This design comes from an exercise in tuning for small area on the open sky130 flow, not from production work. The RTL was checked by simulation tests, not by an equivalence proof against the original design. Power figures rest on the tool's default switching activity, not on a simulated workload.

File: flow/config.mk
export PLATFORM = sky130hd
export DESIGN_NAME = ub_top
export DESIGN_NICKNAME = ub_top
export VERILOG_FILES = /design/flow/design.v
export SDC_FILE = /design/flow/constraint.sdc
export NUM_CORES = 4
export LEC_CHECK = 0
export CAP_MARGIN = 0
export CORE_MARGIN = 2
export CORE_UTILIZATION = 40
export SLEW_MARGIN = 0
export SYNTH_HIERARCHICAL = 1
File: flow/constraint.sdc
create_clock -name core_clock -period 5.0 [get_ports {clk}]
set_input_delay 1.0000 -clock core_clock [delete_from_list [all_inputs] [get_ports {clk}]]
set_output_delay 1.0000 -clock core_clock [all_outputs]
set_load 0.01 [all_outputs]
File: flow/design.v
`default_nettype none
package ub_pkg;
    typedef logic [16-1:0] ub_word_t;
    typedef ub_word_t [8-1:0] act_row_t;
    typedef struct packed {
        logic                  cyc;
        logic                  stb;
        logic                  we;
        logic [6-1:0] adr;
        logic [16-1:0] dat;
    } wb_req_t;
    typedef struct packed {
        logic                 en;
        logic [3-1:0] col;
        ub_word_t             data;
    } bank_wr_t;
    typedef struct packed {
        ub_word_t data;
        logic     last;  
    } stream_beat_t;
    typedef enum logic {
        S_IDLE,
        S_RUN
    } stream_state_t;
endpackage
`default_nettype wire
`default_nettype none
`timescale 1ns/1ps
module ub_top (
    input  wire                                  clk,
    input  wire                                  reset,
    input  wire                                  wb_cyc,
    input  wire                                  wb_stb,
    input  wire                                  wb_we,
    input  wire [6-1:0]                 wb_adr,
    input  wire [16-1:0]                 wb_dat,
    output wire                                  wb_ack,
    input  wire                                  store,
    input  wire [8-1:0]                   acc_full,
    input  wire [8*8*16-1:0] acc_rows,
    input  wire                                  ext_start,
    output wire [16-1:0]                 out_data,
    output wire                                  out_last,
    output wire                                  out_valid,
    input  wire                                  out_ready
);
    localparam int W     = 16;
    localparam int ROWS  = 8;
    localparam int COLS  = 8;
    localparam int WORDS = ROWS * COLS;
    logic ack;
    wire  take = wb_cyc && wb_stb && !ack && !store;
    always_ff @(posedge clk) begin
        if (reset) ack <= 1'b0;
        else       ack <= take;
    end
    assign wb_ack = ack;
    wire [ROWS-1:0] nsa;   
    wire [ROWS-1:0] nrs;   
    wire [ROWS-1:0] wr;    
    wire [COLS-1:0] wc;    
    for (genvar r = 0; r < ROWS; r++) begin : g_wrow
        assign nsa[r] = !(store && acc_full[r] && !reset);
        assign nrs[r] = !reset && !(store && acc_full[r]);
        assign wr[r]  = take && wb_we && !reset && wb_adr[6-1:3] == r;
    end
    for (genvar c = 0; c < COLS; c++) begin : g_wcol
        assign wc[c] = wb_adr[3-1:0] == c;
    end
    logic [WORDS*W-1:0] mem;
    for (genvar w = 0; w < WORDS; w++) begin : g_word
        wire nww, nhold, sa, ww, hold;
        ub_nand2 u_nww   (.a(wr[w / COLS]),  .b(wc[w % COLS]), .y(nww));
        ub_nand2 u_nhold (.a(nrs[w / COLS]), .b(nww),          .y(nhold));
        ub_inv   u_sa    (.a(nsa[w / COLS]), .y(sa));
        ub_inv   u_ww    (.a(nww),           .y(ww));
        ub_inv   u_hold  (.a(nhold),         .y(hold));
        for (genvar b = 0; b < W; b++) begin : g_bit
            ub_bit u_bit (
                .clk  (clk),
                .sa   (sa),
                .acc  (acc_rows[w*W + b]),
                .ww   (ww),
                .dat  (wb_dat[b]),
                .hold (hold),
                .q    (mem[w*W + b])
            );
        end
    end
    logic                  run;
    logic [6-1:0] ptr;    
    logic [W-1:0]          beat;
    wire last = (ptr == '0);       
    wire load = run ? (out_ready && !last) : ext_start;
    always_ff @(posedge clk) begin
        if (reset) begin
            run <= 1'b0;
            ptr <= '0;
        end else begin
            if (!run) begin
                if (ext_start) run <= 1'b1;
            end else if (out_ready && last) begin
                run <= 1'b0;
            end
            if (load) ptr <= ptr + 1'b1;
        end
    end
    wire [ROWS-1:0]  rl;
    wire [COLS-1:0]  cl;
    wire [WORDS-1:0] sel;
    for (genvar r = 0; r < ROWS; r++) begin : g_rrow
        assign rl[r] = load && ptr[6-1:3] == r;
    end
    for (genvar c = 0; c < COLS; c++) begin : g_rcol
        assign cl[c] = ptr[3-1:0] == c;
    end
    for (genvar w = 0; w < WORDS; w++) begin : g_sel
        wire nsel;
        ub_nand2 u_nsel (.a(rl[w / COLS]), .b(cl[w % COLS]), .y(nsel));
        ub_inv   u_sel  (.a(nsel), .y(sel[w]));
    end
    localparam int GROUPS = WORDS / 3;    
    for (genvar b = 0; b < W; b++) begin : g_rbit
        wire [GROUPS:0] t_n;              
        for (genvar g = 0; g < GROUPS; g++) begin : g_grp
            ub_aoi222 u_aoi (
                .a0 (mem[(3*g)*W + b]),   .s0 (sel[3*g]),
                .a1 (mem[(3*g+1)*W + b]), .s1 (sel[3*g+1]),
                .a2 (mem[(3*g+2)*W + b]), .s2 (sel[3*g+2]),
                .y_n(t_n[g])
            );
        end
        ub_aoi22 u_aoi_last (
            .a0 (mem[(WORDS-1)*W + b]), .s0 (sel[WORDS-1]),
            .a1 (beat[b]),              .s1 (!load),
            .y_n(t_n[GROUPS])
        );
        ub_beat_bit #(.N(GROUPS + 1)) u_beat (
            .clk (clk),
            .t_n (t_n),
            .q   (beat[b])
        );
    end
    assign out_valid = run;
    assign out_data  = beat;
    assign out_last  = last;
endmodule
module ub_bit (
    input  wire  clk,
    input  wire  sa,
    input  wire  acc,
    input  wire  ww,
    input  wire  dat,
    input  wire  hold,
    output logic q
);
    always_ff @(posedge clk) q <= (sa & acc) | (ww & dat) | (hold & q);
endmodule
module ub_nand2 (
    input  wire a, b,
    output wire y
);
    assign y = !(a & b);
endmodule
module ub_inv (
    input  wire a,
    output wire y
);
    assign y = !a;
endmodule
module ub_aoi222 (
    input  wire a0, s0, a1, s1, a2, s2,
    output wire y_n
);
    assign y_n = !((a0 & s0) | (a1 & s1) | (a2 & s2));
endmodule
module ub_aoi22 (
    input  wire a0, s0, a1, s1,
    output wire y_n
);
    assign y_n = !((a0 & s0) | (a1 & s1));
endmodule
module ub_beat_bit #(
    parameter int N = 22
) (
    input  wire         clk,
    input  wire [N-1:0] t_n,
    output logic        q
);
    always_ff @(posedge clk) q <= !(&t_n);
endmodule
`default_nettype wire
File: flow/flow/run.sh
#!/bin/bash
# The standard layout (standard.sh), with:
#  - the smallest buffer on every input and output port,
#  - a clock tree of small buffers (clkbuf_4 at the sinks), without dummy loads,
#  - power recovery (downsizing of non-critical cells) after global routing.
# make's output goes to make_finish.log here; each step's log is under orfs/logs/.
set -euo pipefail
bash standard.sh \
  'BUFFER_PORTS_ARGS=-buffer_cell sky130_fd_sc_hd__buf_1' \
  'CTS_ARGS=-sink_clustering_enable -repair_clock_nets -dont_use_dummy_load -buf_list {sky130_fd_sc_hd__clkbuf_4 sky130_fd_sc_hd__clkbuf_8} -root_buf sky130_fd_sc_hd__clkbuf_16 -tree_buf sky130_fd_sc_hd__clkbuf_8 -sink_clustering_buffer sky130_fd_sc_hd__clkbuf_4 -sink_clustering_size 8 -sink_clustering_max_diameter 60' \
  'RECOVER_POWER=100' \
  finish > make_finish.log 2>&1
File: flow/standard.sh
#!/bin/bash
# synth_recipe.tcl (not shown) runs the flow's synth.tcl, then flattens the netlist and writes it again
# the make line also repeats each setting of config.mk as NAME=value (left out here)
make -C /OpenROAD-flow-scripts/flow DESIGN_CONFIG=/design/flow/config.mk WORK_HOME=/design/flow/orfs CLKGATE_MAP_FILE= SYNTH_SCRIPT=/design/flow/synth_recipe.tcl "${@:-finish}"
==> results.cfg, run 1 <==
[outcome]
status = complete, but fails checks
violations = capacitance limit, slew limit

[cts]
clkSinkCount = 1048
clock_latency_ns = 0.73
cts_resized = 0
cts_tree = done
cts_buffers = 152
cts_root_buffer = clkbuf_16
cts_setup_buffers = 0
clockBufferDepth = 3
holdBufCountCts = 0
clkTransAtPathRegs_ns = 0.10
ctsHtreeMaxLevel = 4

[min_path]
worstHoldPathType = input pin to register
holdPathStages = 3
hold_path.startpoint = acc_rows[469]

[floorplan]
fp.dieH_um = 327
core_um2 = 103000
rows = 118
die_area_um2 = 107000
io_pins = 1081
dieWidth_um = 327
initial_core_util_pct = 40.3

[route]
drt-total-wl_mm = 266
vias = 49171
detail_route.wl_per_cell_um = 39.1
drc = 0
ant_nets = 0
detail_route.vias_per_cell = 7.23
dr.pass1.iters = 19
drt_iter0_markers = 13288

[worst_setup_path]
cp-start-kind = input pin
criticalPathCategory = input pin to register
timing.rr.start = ptr[0]
max_stage_delay_ns = 1.33
cp-startpoint = reset
rr_worst_depth = 11
required_ns = 5.56
worst_path_most_repeated_cell = clkbuf_1
worst-path-max-fanout = 20
critPathSlowestCell = clkbuf_1
arrival_ns = 5.35
critPathCaptureType = register
cp_cell_sequence = clkbuf_1 -> clkbuf_1 -> nor2b_1 -> clkbuf_1 -> nand2_1 -> inv_1 -> a222oi_1 -> inv_1

[logic_synthesis]
synth-edff-count = 0
yosys_warnings = 9
async_reset_ff_share_pct = 0
post-synth-top-area-cell = dfxtp_1
synth_fa_ha_area_share_pct = 0.180
muxShareOfSynthArea_pct = 0.102
ys_types = 36
ys_seq_elements = 1048
synth-xor-area-share_pct = 0
synth_top_flop_cell = dfxtp_1
ys_top_cells_by_area = dfxtp_1 50%, a222oi_1 33%, inv_1 12%
yosys.area_share.simple_pct = 4.40
synth_cells = 4113
netlist_area_um2 = 41700
yosysTopAreaCellShare_pct = 50.3
ys_seq_area_share_pct = 50.3
synth_fp_nets = 5181
synth_top_family_by_area = compound AO/OA/AOI/OAI gates
synth_compound_area_share_pct = 33.4
avgSynthCellArea_um2 = 10.1

[timing]
slew_viol_final = 21
setup_viol = 0
maxSlewHeadroom_pct = -17.8
fmax_mhz = 209
rsz0062_at_grt = false
max_slew.worst_pin.slew_ns = 1.77
finalHoldViolCount = 0
min_period_ns = 4.79
fin_tns_setup_ns = 0
timing.final.crit_share_pct = 95.7
finalWorstSetupSlack_ns = 0.214
finalClockSkew_ns = 0.0625

[finish]
syn_to_final_growth_pct = 18.2
stdcell_count = 6801
finish.net_count = 6465
layout-drive-gt1-share_pct = 4.60
layout_commonest_cell = a222oi_1
most-common-layout-cells = 1360 x a222oi_1, 1284 x inv_1, 1061 x buf_1

[placement]
gp_congestion = 1.09
dp_slack_ns = 0.299
io_buffer_count = 1080
dp.final_hpwl_mm = 199
dp_cells = 6623

[global_routing]
grt_pass1_vias = 44167
grt_max_degree = 64
antenna_found_initial = 41
grt_overflow_total = 0
grt_use_total_pct = 47.0
grt_pass1_wl_mm = 353

[pwr]
power.density_nw_per_um2 = 324
vdd_ir_drop_max_uv = 194
p_leak_nw = 25.5

[run]
max_cap_violations = 1
-- sequential cells by signal (all words and copies together), names as in the netlist --
signal	flops
g_word.g_bit.u_bit.q	1024
ptr	6
run	1
ack	1
g_rbit.u_beat.q	16
-- where the power goes --
group | internal, W | switching (W)
sequential | 0.00877 | 0.000393
clock | 0.00158 | 0.00309
combinational | 0.000628 | 0.00148
total | 0.0110 | 0.00496
-- cells in the mapped netlist (all sizes together) (13+ instances only) --
library cell  number
inv             1284
and4              16
a22oi             16
nand4             81
nor4              16
nand2            202
a21oi             13
a222oi          1360
nor2              14
dfxtp           1048
-- modules after synthesis, one instance, submodules excluded, excerpt --
module	area [um^2]	times used	cells inside	flops+latches
ub_top	797	1	113	8
ub_bit	33.8	1024	3	1
ub_aoi22	12.5	16	1	0
ub_nand2	3.75	192	1	0
ub_inv	3.75	256	1	0
ub_aoi222	10.0	336	1	0
-- layout make-up --
| type | instances | area, um^2 |
|---|---|---|
| diodes | 26 | 65.1 |
| clock buffers | 152 | 1260 |
| fillers | 10312 | 54200 |
| inverters | 1284 | 4820 |
| multi-input cells | 1773 | 15900 |
| flip-flops and latches | 1048 | 21000 |
| well taps | 1380 | 1730 |
| repair buffers | 1138 | 4530 |
-- through the flow --
stage | total power [W] | instance area, um^2 | hold WS [ns] | util, %
4_1_cts | 0.0158 | 49200 | 0.460 | 47.6
5_1_grt | 0.0163 | 49200 | 0.473 | 47.6
2_1_floorplan | 0.00991 | 41700 | 0.453 | -
3_3_place_gp | 0.0113 | 48000 | 0.466 | 46.4
6_report | 0.0159 | 49300 | 0.477 | 47.6
3_5_place_dp | 0.0113 | 48000 | 0.473 | 46.4
-- worst paths after layout --
kind,endpoint,slack (ns)
max reg2reg,g_rbit[10].u_beat.q,0.47
min reg2reg,g_word[25].g_bit[7].u_bit.q,0.50
min,g_word[29].g_bit[5].u_bit.q,0.48
max,g_word[22].g_bit[1].u_bit.q,0.21
-- critical path, delay by kind of cell --
| kind | cells | cell delay (ns) |
|---|---|---|
| buffers and inverters | 5 | 2.89 |
| AOI/OAI and AO/OA | 1 | 0.43 |
| and+or+nand+nor | 2 | 0.98 |
-- per-layer routing --
layer / track usage, % / share of wire (%) / vias to the layer above
li1: - / - / 19599
met1: 57.0 / 34 / 23808
met2: 70.7 / 42 / 4725
met3: 13.4 / 14 / 1019
met4: 35.2 / 9.1 / 20
met5: 0 / 0.044 / -
-- cells by family (layout without fill, tap and decap cells) --
family,count (synthesis),count (layout)
other cells,0,26
mux,4,4
simple gates,370,370
compound gates,1393,1393
buf+inv,1292,2574
flops,1048,1048
fa+ha+maj,6,6
==> run 2: changes to the inputs <==
--- a/flow/design.v
+++ b/flow/design.v
@@ -56,25 +56,23 @@
     end
     assign wb_ack = ack;
     wire [ROWS-1:0] nsa;   
-    wire [ROWS-1:0] nrs;   
-    wire [ROWS-1:0] wr;    
-    wire [COLS-1:0] wc;    
+    wire [ROWS-1:0] rs;    
+    wire [ROWS-1:0] nwr;   
+    wire [COLS-1:0] nwc;   
     for (genvar r = 0; r < ROWS; r++) begin : g_wrow
         assign nsa[r] = !(store && acc_full[r] && !reset);
-        assign nrs[r] = !reset && !(store && acc_full[r]);
-        assign wr[r]  = take && wb_we && !reset && wb_adr[6-1:3] == r;
+        assign rs[r]  = reset || (store && acc_full[r]);
+        assign nwr[r] = !(take && wb_we && !reset && wb_adr[6-1:3] == r);
     end
     for (genvar c = 0; c < COLS; c++) begin : g_wcol
-        assign wc[c] = wb_adr[3-1:0] == c;
+        assign nwc[c] = !(wb_adr[3-1:0] == c);
     end
     logic [WORDS*W-1:0] mem;
     for (genvar w = 0; w < WORDS; w++) begin : g_word
-        wire nww, nhold, sa, ww, hold;
-        ub_nand2 u_nww   (.a(wr[w / COLS]),  .b(wc[w % COLS]), .y(nww));
-        ub_nand2 u_nhold (.a(nrs[w / COLS]), .b(nww),          .y(nhold));
-        ub_inv   u_sa    (.a(nsa[w / COLS]), .y(sa));
-        ub_inv   u_ww    (.a(nww),           .y(ww));
-        ub_inv   u_hold  (.a(nhold),         .y(hold));
+        wire sa, ww, hold;
+        ub_inv  u_sa   (.a(nsa[w / COLS]), .y(sa));
+        ub_nor2 u_ww   (.a(nwr[w / COLS]), .b(nwc[w % COLS]), .y(ww));
+        ub_nor2 u_hold (.a(rs[w / COLS]),  .b(ww),            .y(hold));
         for (genvar b = 0; b < W; b++) begin : g_bit
             ub_bit u_bit (
                 .clk  (clk),
@@ -105,19 +103,17 @@
             if (load) ptr <= ptr + 1'b1;
         end
     end
-    wire [ROWS-1:0]  rl;
-    wire [COLS-1:0]  cl;
+    wire [ROWS-1:0]  nrl;
+    wire [COLS-1:0]  ncl;
     wire [WORDS-1:0] sel;
     for (genvar r = 0; r < ROWS; r++) begin : g_rrow
-        assign rl[r] = load && ptr[6-1:3] == r;
+        assign nrl[r] = !(load && ptr[6-1:3] == r);
     end
     for (genvar c = 0; c < COLS; c++) begin : g_rcol
-        assign cl[c] = ptr[3-1:0] == c;
+        assign ncl[c] = !(ptr[3-1:0] == c);
     end
     for (genvar w = 0; w < WORDS; w++) begin : g_sel
-        wire nsel;
-        ub_nand2 u_nsel (.a(rl[w / COLS]), .b(cl[w % COLS]), .y(nsel));
-        ub_inv   u_sel  (.a(nsel), .y(sel[w]));
+        ub_nor2 u_sel (.a(nrl[w / COLS]), .b(ncl[w % COLS]), .y(sel[w]));
     end
     localparam int GROUPS = WORDS / 3;    
     for (genvar b = 0; b < W; b++) begin : g_rbit
@@ -156,11 +152,11 @@
 );
     always_ff @(posedge clk) q <= (sa & acc) | (ww & dat) | (hold & q);
 endmodule
-module ub_nand2 (
+module ub_nor2 (
     input  wire a, b,
     output wire y
 );
-    assign y = !(a & b);
+    assign y = !(a | b);
 endmodule
 module ub_inv (
     input  wire a,
==> results.cfg, run 2 <==
[timing]
min_period_ns = 4.67
maxSlewHeadroom_pct = -2.83
setup_viol = 0
finalClockSkew_ns = 0.0720
timing.final.crit_share_pct = 93.5
hold_ws_ns = 0.464
slew_viol_final = 37
max_slew.worst_pin.slew_ns = 1.54
fmax_mhz = 214
finalHoldViolCount = 0
rsz0062_at_grt = false
fin_tns_setup_ns = 0

[worst_setup_path]
required_ns = 5.51
cp-start-kind = register
critPathCaptureType = register
criticalPathCategory = register to register
arrival_ns = 5.19
worst-path-max-fanout = 16

[logic_synthesis]
netlist_area_um2 = 41000
synth_cells = 3919
ys_types = 37
synth-edff-count = 0
yosysTopAreaCellShare_pct = 51.2
synth_fp_nets = 4987
ys_seq_area_share_pct = 51.2
yosysMostFrequentCell = a222oi_1
synth_top_flop_cell = dfxtp_1
ys_seq_elements = 1048
async_reset_ff_share_pct = 0
yosys_warnings = 9
avgSynthCellArea_um2 = 10.5
ys_top_cells_by_area = dfxtp_1 51%, a222oi_1 33%, inv_1 10%
post-synth-top-area-cell = dfxtp_1
netlist_top_cells_count = 1360 x a222oi_1, 1093 x inv_1, 1048 x dfxtp_1

[global_routing]
grt_max_degree = 52
grt_pass1_wl_mm = 353
grt_pass1_vias = 43594
antenna_found_initial = 66
grt_use_total_pct = 48.2
grt_overflow_total = 0

[placement]
placed_area_um2 = 48100
gp_congestion = 1.00
dp.final_hpwl_mm = 197
dp_cells = 6527
io_buffer_count = 1080

[route]
ant_nets = 0
drt_iter0_markers = 13401
drc = 0
vias = 48528
drt-total-wl_mm = 267
detail_route.wl_per_cell_um = 39.6
detail_route.vias_per_cell = 7.21
dr.pass1.iters = 15

[finish]
layout-drive-gt1-share_pct = 5.20
largestRegisters = g_word.g_bit.u_bit.q: 1024 flops, g_rbit.u_beat.q: 16 flops, ptr: 6 flops
most-common-layout-cells = 1360 x a222oi_1, 1093 x inv_1, 1055 x buf_1
syn_to_final_growth_pct = 19.8
layout_commonest_cell = a222oi_1
finish.net_count = 6381
top_register = g_word.g_bit.u_bit.q
fillCellCount = 9927
stdcell_count = 6735
stdcell_area_um2 = 49100
utilization_pct = 48.3
largest_register_ffs = 1024

[floorplan]
die_area_um2 = 105000
core_um2 = 102000
rows = 117
fp.dieH_um = 324
io_pins = 1081
initial_core_util_pct = 40.3
dieWidth_um = 324

[pwr]
vdd_ir_drop_max_uv = 177
power.density_nw_per_um2 = 325
p_leak_nw = 24.0

[cts]
cts_buffers = 152
cts_resized = 0
clkTransAtPathRegs_ns = 0.10
clockBufferDepth = 3
cts_root_buffer = clkbuf_16
clock_latency_ns = 0.75
cts_tree = done
holdBufCountCts = 0
cts_setup_buffers = 0
clkSinkCount = 1048
ctsHtreeMaxLevel = 4

[outcome]
violations = capacitance limit, slew limit
status = complete, but fails checks

[min_path]
worstHoldPathType = input pin to register

[run]
max_cap_violations = 3
==> run 2: cell types whose count changed in the layout (fill, tap and decap cells not counted), sizes merged, moves of 5 or more <==
cell	before	now
a21o	0	8
buf	1115	1140
diode	26	56
nor2	14	201
nand2	202	21
a21oi	13	2
nand3	2	7
nor3	6	0
clkbuf	175	257
inv	1284	1093
==> run 2: kinds of logic (layout without fill, tap and decap cells) <==
| logic type | after synthesis | count (layout) | synth area share (%) |
|---|---|---|---|
| fa+ha+maj | 6 | 6 | 0.183 |
| mux | 5 | 5 | 0.140 |
| compound gates | 1392 | 1392 | 34.0 |
| buf+inv | 1098 | 2490 | 10.1 |
| simple gates | 370 | 370 | 4.45 |
| other cells | 0 | 56 | 0 |
| flops | 1048 | 1048 | 51.2 |
==> run 2: report_power, final <==
part / total (W) / switching, W / internal, W
clock network: 0.00469 / 0.00311 / 0.00158
registers: 0.00919 / 0.000412 / 0.00878
logic: 0.00211 / 0.00147 / 0.000636
==> run 2: worst max-delay path, stage by stage (launching register included) <==
cell,delay (ns)
dfxtp_1,0.37
inv_1,0.12
ha_1,0.18
nand2b_1,0.47
a31oi_1,0.31
or2_0,0.49
nor2_1,0.10
buf_4,0.24
a222oi_1,0.55
nand4_1,0.45
nor4_1,0.87
nand4_1,0.31
==> run 2: cell type report <==
cell class              instances  area, um^2  share of cell area [%]
flip-flops and latches       1048       21000                    42.7
diodes                         56         140                   0.285
multi-input cells            1773       15900                    32.3
inverters                    1093        4100                    8.35
clock buffers                 152        1260                    2.56
repair buffers               1245        5050                    10.3
well taps                    1368        1710                    3.48
==> run 2: path summary, 6_finish.rpt <==
path / start / endpoint / slack (ns) / depth (start not counted)
setup / recovery: ptr[0] / g_rbit[2].u_beat.q / 0.33 / 11
hold / removal: acc_rows[729] / g_word[45].g_bit[9].u_bit.q / 0.46 / 3
setup reg to reg: ptr[0] / g_rbit[2].u_beat.q / 0.33 / 11
hold reg to reg: g_word[50].g_bit[11].u_bit.q / g_word[50].g_bit[11].u_bit.q / 0.49 / 2
==> run 2: per-module statistics from Yosys (local to each module, per instance), a selection <==
module | area, um^2 | times used | cells | flops+latches
ub_inv | 3.75 | 64 | 1 | 0
ub_nor2 | 3.75 | 192 | 1 | 0
ub_bit | 33.8 | 1024 | 3 | 1
ub_top | 828 | 1 | 111 | 8
ub_aoi222 | 10.0 | 336 | 1 | 0
ub_aoi22 | 12.5 | 16 | 1 | 0
==> run 2: per-layer routing <==
metal	vias up	GRT usage [%]	wire length, um
li1	19454	-	-
met1	23493	57.2	91300
met2	4550	72.1	113000
met3	995	15.6	37400
met4	36	37.4	24400
met5	-	0	239
==> run 2: metrics by stage <==
stage	power, W	setup WS (ns)
floorplan	0.00993	1.65
detailed placement	0.0114	0.258
finish	0.0160	0.326
CTS	0.0158	0.779
global placement	0.0114	0.288
global route	0.0163	0.281
==> run 3: changes to the inputs <==
--- a/flow/design.v
+++ b/flow/design.v
@@ -103,17 +103,19 @@
             if (load) ptr <= ptr + 1'b1;
         end
     end
-    wire [ROWS-1:0]  nrl;
-    wire [COLS-1:0]  ncl;
+    wire [ROWS-1:0]  rl;
+    wire [COLS-1:0]  cl;
     wire [WORDS-1:0] sel;
     for (genvar r = 0; r < ROWS; r++) begin : g_rrow
-        assign nrl[r] = !(load && ptr[6-1:3] == r);
+        assign rl[r] = load && ptr[6-1:3] == r;
     end
     for (genvar c = 0; c < COLS; c++) begin : g_rcol
-        assign ncl[c] = !(ptr[3-1:0] == c);
+        assign cl[c] = ptr[3-1:0] == c;
     end
     for (genvar w = 0; w < WORDS; w++) begin : g_sel
-        ub_nor2 u_sel (.a(nrl[w / COLS]), .b(ncl[w % COLS]), .y(sel[w]));
+        wire nsel;
+        ub_nand2 u_nsel (.a(rl[w / COLS]), .b(cl[w % COLS]), .y(nsel));
+        ub_inv   u_sel  (.a(nsel), .y(sel[w]));
     end
     localparam int GROUPS = WORDS / 3;    
     for (genvar b = 0; b < W; b++) begin : g_rbit
@@ -152,6 +154,12 @@
 );
     always_ff @(posedge clk) q <= (sa & acc) | (ww & dat) | (hold & q);
 endmodule
+module ub_nand2 (
+    input  wire a, b,
+    output wire y
+);
+    assign y = !(a & b);
+endmodule
 module ub_nor2 (
     input  wire a, b,
     output wire y
==> flow/flow/run.sh (replaced) <==
#!/bin/bash
# The standard layout (standard.sh), with:
#  - the smallest buffer on every input and output port,
#  - a clock tree of small buffers (clkbuf_4 at the sinks), without dummy loads.
# make's output goes to make_finish.log here; each step's log is under orfs/logs/.
set -euo pipefail
bash standard.sh \
  'BUFFER_PORTS_ARGS=-buffer_cell sky130_fd_sc_hd__buf_1' \
  'CTS_ARGS=-sink_clustering_enable -repair_clock_nets -dont_use_dummy_load -buf_list {sky130_fd_sc_hd__clkbuf_4 sky130_fd_sc_hd__clkbuf_8} -root_buf sky130_fd_sc_hd__clkbuf_16 -tree_buf sky130_fd_sc_hd__clkbuf_8 -sink_clustering_buffer sky130_fd_sc_hd__clkbuf_4 -sink_clustering_size 8 -sink_clustering_max_diameter 60' \
  finish > make_finish.log 2>&1
--- a/flow/config.mk
+++ b/flow/config.mk
@@ -5,8 +5,8 @@
 export SDC_FILE = /design/flow/constraint.sdc
 export NUM_CORES = 4
 export LEC_CHECK = 0
-export CAP_MARGIN = 0
+export CAP_MARGIN = 20
 export CORE_MARGIN = 2
 export CORE_UTILIZATION = 40
-export SLEW_MARGIN = 0
+export SLEW_MARGIN = 20
 export SYNTH_HIERARCHICAL = 1
==> results.cfg, run 3 <==
[timing]
fmax_mhz = 208
max_slew.worst_pin.slew_ns = 1.24
rsz0062_at_grt = false
finalWorstSetupSlack_ns = 0.187
min_period_ns = 4.81
finalClockSkew_ns = 0.0855
timing.final.crit_share_pct = 96.3
hold_ws_ns = 0.484
finalHoldViolCount = 0
maxSlewHeadroom_pct = 17.1
setup_viol = 0
slew_viol_final = 0

[pwr]
power.density_nw_per_um2 = 318
p_leak_nw = 25.2
finalPower_w = 0.0159
vdd_ir_drop_max_uv = 188

[worst_setup_path]
arrival_ns = 5.38
required_ns = 5.57
criticalPathCategory = register to register
rr_worst_depth = 10
worst-path-max-fanout = 16
critPathCaptureType = register
cp-start-kind = register

[finish]
utilization_pct = 49.1
fillCellCount = 9954
syn_to_final_growth_pct = 21.4
layout-drive-gt1-share_pct = 7.91
most-common-layout-cells = 1360 x a222oi_1, 1156 x inv_1, 1062 x buf_1
layout_commonest_cell = a222oi_1
largest_register_ffs = 1024
stdcell_area_um2 = 50100
top_register = g_word.g_bit.u_bit.q
largestRegisters = g_word.g_bit.u_bit.q: 1024 flops, g_rbit.u_beat.q: 16 flops, ptr: 6 flops
finish.net_count = 6491

[floorplan]
io_pins = 1081
core_um2 = 102000
fp.dieH_um = 325
initial_core_util_pct = 40.4
rows = 117
dieWidth_um = 325
die_area_um2 = 106000

[cts]
cts_root_buffer = clkbuf_16
clock_latency_ns = 0.73
cts_tree = done
clkTransAtPathRegs_ns = 0.10
cts_setup_buffers = 0
cts_resized = 0
ctsHtreeMaxLevel = 4
cts_buffers = 151
clkSinkCount = 1048
holdBufCountCts = 0
clockBufferDepth = 3

[logic_synthesis]
post-synth-top-area-cell = dfxtp_1
yosysMostFrequentCell = a222oi_1
ys_top_cells_by_area = dfxtp_1 51%, a222oi_1 33%, inv_1 11%
synth_fp_nets = 5053
synth_cells = 3985
netlist_area_um2 = 41200
synth-edff-count = 0
async_reset_ff_share_pct = 0
avgSynthCellArea_um2 = 10.3
netlist_top_cells_count = 1360 x a222oi_1, 1156 x inv_1, 1048 x dfxtp_1
synth_top_flop_cell = dfxtp_1
ys_types = 36
yosysTopAreaCellShare_pct = 50.9
ys_seq_area_share_pct = 50.9
ys_seq_elements = 1048
yosys_warnings = 9

[global_routing]
use_met1_pct = 56.3
grt_max_degree = 65
grt_pass1_wl_mm = 356
grtUsageMet3_pct = 15.6
met2_usage_pct = 70.3
top_usage_layer = met2
grt_pass1_vias = 44570
grt_use_total_pct = 47.3
antenna_found_initial = 59
grt_overflow_total = 0

[route]
vias = 49227
ant_nets = 0
drc = 0
drt-total-wl_mm = 265
drt_iter0_markers = 14967
detail_route.vias_per_cell = 7.20
dr.pass1.iters = 20
detail_route.wl_per_cell_um = 38.8

[placement]
io_buffer_count = 1080
dp_slack_ns = -0.0473
placed_area_um2 = 48700
dp.final_hpwl_mm = 196
gp_congestion = 1.10

[run]
max_cap_violations = 0

[outcome]
status = timing/DRC/antenna clean

[min_path]
worstHoldPathType = input pin to register
holdPathStages = 3
[run 3: power by group]
| group | total, W | internal, W | switching, W | leakage [nW] |
|---|---|---|---|---|
| registers | 0.00919 | 0.00877 | 0.000420 | 8.57 |
| logic | 0.00208 | 0.000653 | 0.00142 | 15.9 |
| clock network | 0.00466 | 0.00157 | 0.00309 | 0.744 |
[run 3: metrics by stage]
step	TNS, ns	cells
detailed placement	-0.0705	6635
global placement	-0.0772	6633
floorplan	0	3985
finish	0	6834
global route	0	6810
CTS	0	6786
[run 3: routing by layer]
metal | wire, um | part of all wire (%)
met1 | 89300 | 34
met2 | 110000 | 42
met3 | 39500 | 15
met4 | 25500 | 9.6
met5 | 214 | 0.081
[run 3: final timing paths]
check / startpoint / endpoint / slack, ns
min: acc_rows[362] / g_word[22].g_bit[10].u_bit.q / 0.48
max reg2reg: run / g_rbit[12].u_beat.q / 0.19
min reg2reg: g_word[46].g_bit[0].u_bit.q / g_word[46].g_bit[0].u_bit.q / 0.49
max: run / g_rbit[12].u_beat.q / 0.19
[run 3: critical path: stages (launching register included)]
cell	delay [ns]
dfxtp_1	0.70
mux2i_1	0.45
buf_4	0.33
nand2b_1	0.16
nor2_1	0.22
nand2_1	0.15
inv_1	0.26
a222oi_1	0.80
nand4_1	0.51
nor4_1	0.86
nand4_1	0.18
[run 3: cells by family (layout without fill, tap and decap cells)]
kind of cell	count (synthesis)	count (layout)	synth area share, %
simple gates	370	370	4.46
compound gates	1393	1393	33.8
mux	4	4	0.103
flops	1048	1048	50.9
other cells	0	45	0
fa+ha+maj	6	6	0.182
buf+inv	1164	2600	10.6
[run 3: area by class of cell]
class	count	area (um^2)	share of cell area [%]
Antenna cell	45	113	0.225
Multi-Input combinational cell	1773	16000	31.9
Tap cell	1368	1710	3.42
Inverter	1156	4340	8.67
Clock buffer	151	1250	2.50
Timing Repair Buffer	1293	5720	11.4
Sequential cell	1048	21000	41.9
[run 3: per-module statistics from Yosys, one instance, submodules excluded, excerpt]
module,times used,flops+latches,area (um^2)
ub_bit,1024,1,33.8
ub_inv,128,0,3.75
ub_nand2,64,0,3.75
ub_top,1,8,821
ub_aoi222,336,0,10.0
ub_nor2,128,0,3.75
ub_aoi22,16,0,12.5

-- re-timing with driven ports --
How much do the figures lean on ideal ports? The routed layouts below were timed once more, with nothing changed but the port constraints. Step 1 (the two cells are an assumption about what drives the block):
set clk [get_ports {clk}]
set_driving_cell -lib_cell sky130_fd_sc_hd__clkbuf_16 $clk
set_driving_cell -lib_cell sky130_fd_sc_hd__buf_2 [delete_from_list [all_inputs] $clk]
Step 2 moves the port delays by t, midway between the first and last clock arrival at a register: inputs arrive t later, outputs are due t later. That takes back most of the time a late clock gives input paths. a / b / c = no drivers / after step 1 / after step 2; a / b = the first two.
run	t, ns	setup WS [ns]	worst hold slack (ns)	clock arrival spread, ns	slew at the worst register clock pin (ns)
run 1	0.787	0.214 / 0.262 / -0.525	0.477 / 0.426 / 0.496	0.066 / 0.066	0.11 / 0.11
run 2	0.794	0.326 / 0.326 / -0.024	0.464 / 0.418 / 0.492	0.073 / 0.073	0.11 / 0.11
run 3	0.764	0.187 / 0.187 / -0.072	0.484 / 0.439 / 0.494	0.088 / 0.087	0.11 / 0.11
The setup slack of run 1, which loses most, moves by +0.048 ns with the drivers and by -0.739 ns with both steps.
